This is an optimization exercise on Yosys and OpenROAD, whose aim is small area, not a production implementation.
In this exercise RTL edits were held to simulation tests only and were not proved equivalent to the original.
Power figures rest on the tool's default switching activity, not on a simulated workload.

==> run.sh <==
#!/bin/bash
# synth_recipe.tcl (not shown) runs the flow's synth.tcl, then flattens the netlist and writes it again
# the make line also repeats each setting of config.mk as NAME=value (left out here)
make -C /OpenROAD-flow-scripts/flow DESIGN_CONFIG=/design/flow/config.mk WORK_HOME=/design/flow/orfs CLKGATE_MAP_FILE= SYNTH_SCRIPT=/design/flow/synth_recipe.tcl finish
==> design.v <==
`default_nettype none
package noc_pkg;
    parameter int data_w = 8;
    parameter int pkt_elems = 4;
    typedef enum logic [1:0] {
        mode_pass = 2'b00,
        mode_pad1 = 2'b01,
        mode_pad2 = 2'b10
    } op_mode_t;
endpackage
`default_nettype wire
`default_nettype none
module noc_aoi222 (
    input  logic [2:0] s,
    input  logic [2:0] d,
    output logic       y_n
);
    assign y_n = ~|(s & d);
endmodule
`default_nettype wire
`default_nettype none
module noc_top #(
    parameter  int rows       = 4,
    parameter  int cols       = 6,
    parameter  int line_elems = 16,
    localparam int num_lines  = rows + cols - 1
) (
    input  logic                  clk,
    input  logic                  rst_n,
    input  logic                  start_conv,
    input  logic [1:0]            mode_in,
    input  logic [num_lines*line_elems*noc_pkg::data_w-1:0] ifmap_data_in,
    input  logic [rows*cols-1:0]  pe_full,
    input  logic                  conv_complete,
    output logic [num_lines-1:0]  bus_valid,
    output logic [noc_pkg::pkt_elems*noc_pkg::data_w-1:0] bus_data,
    output logic                  free_ifmap_buffer,
    output logic                  busy
);
    localparam int dw     = noc_pkg::data_w;
    localparam int pe     = noc_pkg::pkt_elems;
    localparam int groups = line_elems / pe;
    logic       busy_q;
    logic       idle_q;
    logic       load_q;
    logic [3:0] line_q;
    logic [1:0] group_q;
    logic       load;
    logic       stream;
    logic       advance;
    logic       last;
    logic       keep;
    assign load   = start_conv & ~busy_q;
    assign keep   = ~start_conv | ~idle_q;
    assign stream = busy_q & ~load_q;
    assign busy   = busy_q;
    logic [num_lines-1:0] diag_full;
    always_comb begin
        diag_full = '0;
        for (int r = 0; r < rows; r++)
            for (int c = 0; c < cols; c++)
                diag_full[r + c] = diag_full[r + c] | pe_full[r * cols + c];
    end
    logic [num_lines-1:0] line_oh;
    always_comb
        for (int d = 0; d < num_lines; d++) line_oh[d] = (line_q == 4'(d));
    assign bus_valid = stream ? (line_oh & ~diag_full) : '0;
    assign advance   = |bus_valid;
    assign last      = line_oh[num_lines-1] & (group_q == 2'(groups - 1));
    always_ff @(posedge clk or negedge rst_n) begin
        if (!rst_n) begin
            busy_q  <= 1'b0;
            load_q  <= 1'b0;
            line_q  <= '0;
            group_q <= '0;
        end else begin
            load_q <= load;
            if (load)
                busy_q <= 1'b1;
            else if (advance && last)
                busy_q <= 1'b0;
            if (advance) begin
                if (line_oh[num_lines-1]) begin
                    line_q  <= '0;
                    group_q <= group_q + 2'd1;
                end else begin
                    line_q  <= line_q + 4'd1;
                end
            end
        end
    end
    always_ff @(posedge clk or negedge rst_n) begin
        if (!rst_n)
            idle_q <= 1'b1;
        else if (start_conv && idle_q)
            idle_q <= 1'b0;
        else if (advance && last)
            idle_q <= 1'b1;
    end
    always_ff @(posedge clk or negedge rst_n) begin
        if (!rst_n) free_ifmap_buffer <= 1'b0;
        else        free_ifmap_buffer <= conv_complete;
    end
    logic [num_lines*line_elems*dw-1:0] store_q;
    logic       inv_q;
    logic       s1_q;
    logic       s2_q;
    always_ff @(posedge clk) begin
        store_q <= ~((store_q | {num_lines*line_elems*dw{load}}) & (ifmap_data_in | {num_lines*line_elems*dw{keep}}));
        inv_q   <= load ? 1'b1 : ~inv_q;
        if (load) begin
            s1_q <= (mode_in == 2'd1);
            s2_q <= (mode_in == 2'd2);
        end
    end
    logic [num_lines-1:0] sline;
    always_comb
        for (int L = 0; L < num_lines; L++)
            sline[L] = s2_q ? ((L + 2 < num_lines) ? line_oh[L + 2] : 1'b0) :
                       s1_q ? ((L + 1 < num_lines) ? line_oh[L + 1] : 1'b0) :
                              line_oh[L];
    logic [groups-1:0] gcur;
    logic [groups-1:0] gprev;
    always_comb
        for (int k = 0; k < groups; k++) begin
            gcur[k]  = (group_q == 2'(k));
            gprev[k] = (k + 1 < groups) ? (group_q == 2'(k + 1)) : 1'b0;
        end
    localparam int terms = num_lines * groups;
    localparam int tri_n = terms / 3;
    logic [pe-1:0][terms-1:0] sel;
    always_comb begin
        for (int j = 0; j < pe; j++) begin
            logic [groups-1:0] gsel;
            gsel = ((j == pe - 1) && (s1_q || s2_q)) || ((j == pe - 2) && s2_q) ? gprev : gcur;
            for (int L = 0; L < num_lines; L++)
                for (int k = 0; k < groups; k++)
                    sel[j][L * groups + k] = sline[L] & gsel[k];
        end
    end
    logic [pe-1:0][dw-1:0] lane;
    for (genvar j = 0; j < pe; j++) begin : g_lane
        for (genvar b = 0; b < dw; b++) begin : g_bit
            logic [terms-1:0] d;
            logic [tri_n-1:0] part_n;
            for (genvar L = 0; L < num_lines; L++)
                for (genvar k = 0; k < groups; k++)
                    assign d[L * groups + k] = store_q[(L * line_elems + k * pe + j) * dw + b];
            for (genvar t = 0; t < tri_n; t++) begin : g_t
                noc_aoi222 u_aoi (
                    .s   (sel[j][t * 3 +: 3]),
                    .d   (d[t * 3 +: 3]),
                    .y_n (part_n[t])
                );
            end
            assign lane[j][b] = ~&part_n;
        end
    end
    logic line_pad;
    always_comb begin
        line_pad = (s1_q && line_oh[0]) || (s2_q && (line_oh[0] || line_oh[1]));
        for (int i = 0; i < pe; i++) begin
            logic [dw-1:0] b;
            logic          elem_pad;
            b = s2_q ? lane[(i + pe - 2) % pe] :
                s1_q ? lane[(i + pe - 1) % pe] :
                       lane[i];
            elem_pad = gcur[0] && ((i < 1 && s1_q) || (i < 2 && s2_q));
            bus_data[i * dw +: dw] = (line_pad || elem_pad) ? '0 : (b ^ {dw{inv_q}});
        end
    end
endmodule
`default_nettype wire
==> config.mk <==
export PLATFORM = sky130hd
export DESIGN_NAME = noc_top
export DESIGN_NICKNAME = noc_top
export VERILOG_FILES = /design/flow/design.v
export SDC_FILE = /design/flow/constraint.sdc
export NUM_CORES = 4
export LEC_CHECK = 0
export CAP_MARGIN = 20
export CORE_MARGIN = 2
export CORE_UTILIZATION = 25
export PLACE_DENSITY = 0.45
export SLEW_MARGIN = 20
export SYNTH_HIERARCHICAL = 1
export SYNTH_MINIMUM_KEEP_SIZE = 0
==> constraint.sdc <==
create_clock -name core_clock -period 7.0 [get_ports {clk}]
set_input_delay 1.4000 -clock core_clock [delete_from_list [all_inputs] [get_ports {clk}]]
set_output_delay 1.4000 -clock core_clock [all_outputs]
set_load 0.01 [all_outputs]
==> notes.md <==
Yosys cell counts (2+ instances only):
cell type,number,area (µm²)
nand4_1,97,607
a211oi_1,24,180
mux2i_1,75,751
a21oi_1,11,55.1
nor2_1,120,450
ha_1,8,100
mux2_2,2,22.5
buf_1,4,15.0
clkbuf_1,277,1040
edfxtp_1,2,60.1
buf_2,5,25.0
dfxtp_1,1153,23100
o211a_1,7,70.1
buf_4,2,15.0
nor4_1,5,31.3
nor3_1,51,255
inv_1,15,56.3
and3_1,4,25.0
dfrtp_1,9,225
and2_1,4,25.0
nand3_1,7,35.0
o22ai_1,1153,7210
o21ai_0,5,25.0
a222oi_1,384,3840
nand2_1,41,154
nand2b_1,6,37.5
or2_2,3,18.8
nor2b_1,7,43.8
nand3b_1,3,22.5
critical path: cells and delay by family (launching register included):
| kind | cells | cell delay (ps) |
|---|---|---|
| DFF | 1 | 580 |
| muxes | 1 | 300 |
| and+or+nand+nor | 6 | 2070 |
| AOI/OAI and AO/OA | 3 | 1210 |
| buffers and inverters | 4 | 730 |
power breakdown:
part | switching [mW] | total [mW] | internal (mW)
Clock | 3.04 | 7.34 | 4.29
Sequential | 3.07 | 13.4 | 10.3
Combinational | 4.85 | 9.33 | 4.48
metrics by stage:
stage	setup WS (ps)	setup TNS, ps	hold WS [ps]
after floorplan	2130	0	430
after global placement	-456	-1240	437
after detailed placement	-400	-795	444
after CTS	3.05	0	452
after global routing	-47.0	-47.0	461
final	-44.7	-44.7	451
what timing repair did:
| action | in CTS | in global routing |
|---|---|---|
| endpoints found under the setup margin | 26 | 16 |
| gates resized for setup | 49 | 22 |
| pin swaps | 29 | 29 |
| buffers inserted | 13 | 12 |
modules after synthesis, one instance, submodules excluded:
module      cells  flip-flops and latches  copies in the design
noc_top      3124                    1165                     1
noc_aoi222      1                       0                   384
placed cells by master (no fill, tap or decap), types with 14 or more instances in the layout:
master and instances:
clkdlybuf4s50_1 1192, o22ai_1 1153, dfxtp_1 1153, a222oi_1 384, buf_4 152, clkbuf_16 139
nor2_1 105, nand4_1 97, mux2i_1 69, diode_2 61, clkbuf_8 41, buf_12 40
nand2_1 35, nor3_1 29, clkbuf_1 26, a211oi_1 19, nor2_2 14
routing by layer:
metal | global-route usage [%] | part of all wire (%) | vias to the layer above
met5 | 0 | 0.13 | -
li1 | - | - | 17500
met4 | 12.3 | 3.8 | 52
met1 | 37.2 | 39 | 20200
met3 | 8.83 | 8.9 | 393
met2 | 51.5 | 48 | 2119
worst max path at each step:
stage | end | slack (ps) | cells past startpoint
after floorplan | bus_data[31] | 2130 | 12
after global placement | bus_data[8] | -460 | 15
after detailed placement | bus_data[8] | -400 | 15
after CTS | bus_data[31] | 3 | 13
after global routing | bus_data[31] | -50 | 17
final | bus_data[31] | -40 | 14
cells by family after synthesis:
kind of cell	after synthesis
multiplexers	78
buffers and inverters	306
AND/OR/NAND/NOR	360
flip-flops	1165
AO/OA/AOI/OAI	1590
XOR/XNOR	1
adder cells (fa/ha/maj)	8
cell type report:
cell class / instances / area (µm²)
antenna: 61 / 153
clock buffer: 206 / 4140
tap: 2044 / 2560
sequential: 1165 / 23400
clock inverter: 35 / 449
fill: 15400 / 94800
multi-input combinational: 2037 / 14600
timing repair buffer: 1390 / 13900
inverter: 17 / 75.1
sequential cells by signal (all words and copies together) (netlist names):
signal	flops
store_q	1152
line_q	4
group_q	2
busy_q	1
free_ifmap_buffer	1
idle_q	1
inv_q	1
load_q	1
s1_q	1
s2_q	1
==> results.yml <==
place:
  hpwl_um: 204000
  dpl_cell_area_mm2: 0.0540
  gp_congestion: 0.943
  io_buffers: 1224
  dp_cells: 6627
synth:
  synth_edf_count: 2
  synthSimpleGateAreaFrac_pct: 4.76
  syn_inst: 3508
  ys.warnings.count: 7
  muxShareOfSynthArea_pct: 2.03
  synth-adder-area-share_pct: 0.258
  synth_top_family_by_area: "compound AO/OA/AOI/OAI gates"
  syn_avg_cell_area_um2: 11.0
  synth_xor_area_share_pct: 0.0226
  synth-seq-area-share_pct: 60.4
  netlist-cell-type-count: 53
  synthArstFlopShare_pct: 0.858
  syn-num-nets: 4698
  synth_seq_cells: 1165
  synth-compound-area-share_pct: 29.5
  synth_ff_type: "dfxtp_1"
  synth_area_mm2: 0.0387
worst_setup_path:
  reg2reg_to: "line_q[1]"
  crit_fanout: 12
  critPathMaxStageDelay_ps: 770
  setup.worst_path.end_class: "primary output"
  path_cells: "nor2b_1, a31oi_2, buf_6, nand2b_4, nor2_2, a222oi_1, nand4_1, nor3_1, buf_4, mux2i_1, nor2_1, a2111oi_4, buf_4, buf_12"
  r2r_slack_ps: 4240
  startpoint_type: "flop"
  required_ps: 5600
  r2r_cells: 8
  cpMostUsedCell: "buf_4"
  r2r-start: "line_q[0]"
  crit_path_top_delay_cell: "nor2b_1"
  crit_start: "line_q[2]"
  crit_arrival_ps: 5640
  crit_type: "reg2out"
power:
  peakVddDrop_mv: 0.250
  p_total_mw: 30.1
  cellPowerDensity_mw_per_mm2: 507
  leakage_nw: 22.0
drt:
  drtPass1Iterations: 13
  postRouteAntennaNets: 0
  drt-wirelength-per-cell_um: 37.0
  via_per_inst: 5.79
  wl_um: 258000
  vias: 40300
  drc: 0
  drtIter0Drc: 5878
clock_tree:
  ctsLongestPathBuffers: 3
  cts_tree: "done"
  clk_pin_slew_worst_paths_ps: 60
  cts_root_buffer: "clkbuf_16"
  worst_skew_pair.late_latency_ps: 760
  postCtsHoldBufs: 0
  cts.htree.levels: 4
  cts.sinks: 1165
  cts_buffers: 136
hold_path:
  whs_path_depth: 1
  whs_endpoint: "store_q[1116]"
  holdCritPathClass: "reg2reg"
  worstHoldStart: "store_q[1116]"
finish:
  layout-drive-gt1-share_pct: 10.2
  nets: 5937
  finalInstanceArea_mm2: 0.0593
  area.growth.synth_to_final_pct: 53.0
  post-route-util_pct: 38.5
  instances_no_fill: 6955
die:
  ioPinCount: 1225
  chipHeight_um: 398
  initial_utilization_pct: 25.1
  die_area_mm2: 0.158
  core_mm2: 0.154
  die_width_um: 398
  rows: 144
sta:
  fin_crit_sh_pct: 101
  max_freq_mhz: 142
  grt_setup_unrepaired: "true"
  worst-slew-pin-transition_ps: 1180
  finalCriticalPeriod_ps: 7040
  setup_violations: 1
  max_slew_margin_pct: 21.0
  hold_viol: 0
  setup_ws_ps: -44.7
  final_max_slew_viol_count: 0
  fin_worst_skew_ps: 17.0
grt:
  antenna_found_initial: 100
  grt.overflow.total: 0
  grt_use_total_pct: 30.8
  grt_pass1_vias: 38900
  grt_max_degree: 196
  grt_pass1_wl_um: 337000
flow_run:
  maxCapViolations: 0
run_status:
  so_faults: "setup timing"
  outcome: "failed layout checks"

-- afterwards: timing with drivers on the ports --
The flow's constraints put no driver on any port. The routed layout listed below was extracted and timed again, unchanged, in two steps.
Step 1 (the two cells are an assumption about what drives the block):
set clk [get_ports {clk}]
set_driving_cell -lib_cell sky130_fd_sc_hd__clkbuf_16 $clk
set_driving_cell -lib_cell sky130_fd_sc_hd__buf_2 [delete_from_list [all_inputs] $clk]
Step 2 also shifts input and output timing later by t, the mid clock arrival at the registers, as if the neighbouring blocks saw the same clock.
a / b / c = no drivers / after step 1 / after step 2; a / b = the first two.
t, ns: 0.833
slack for setup (ns): -0.045 / -0.130 / 0.702
worst setup path after step 2: register to output
The setup slack of this run moves by -0.085 ns with the drivers and by +0.747 ns with both steps.
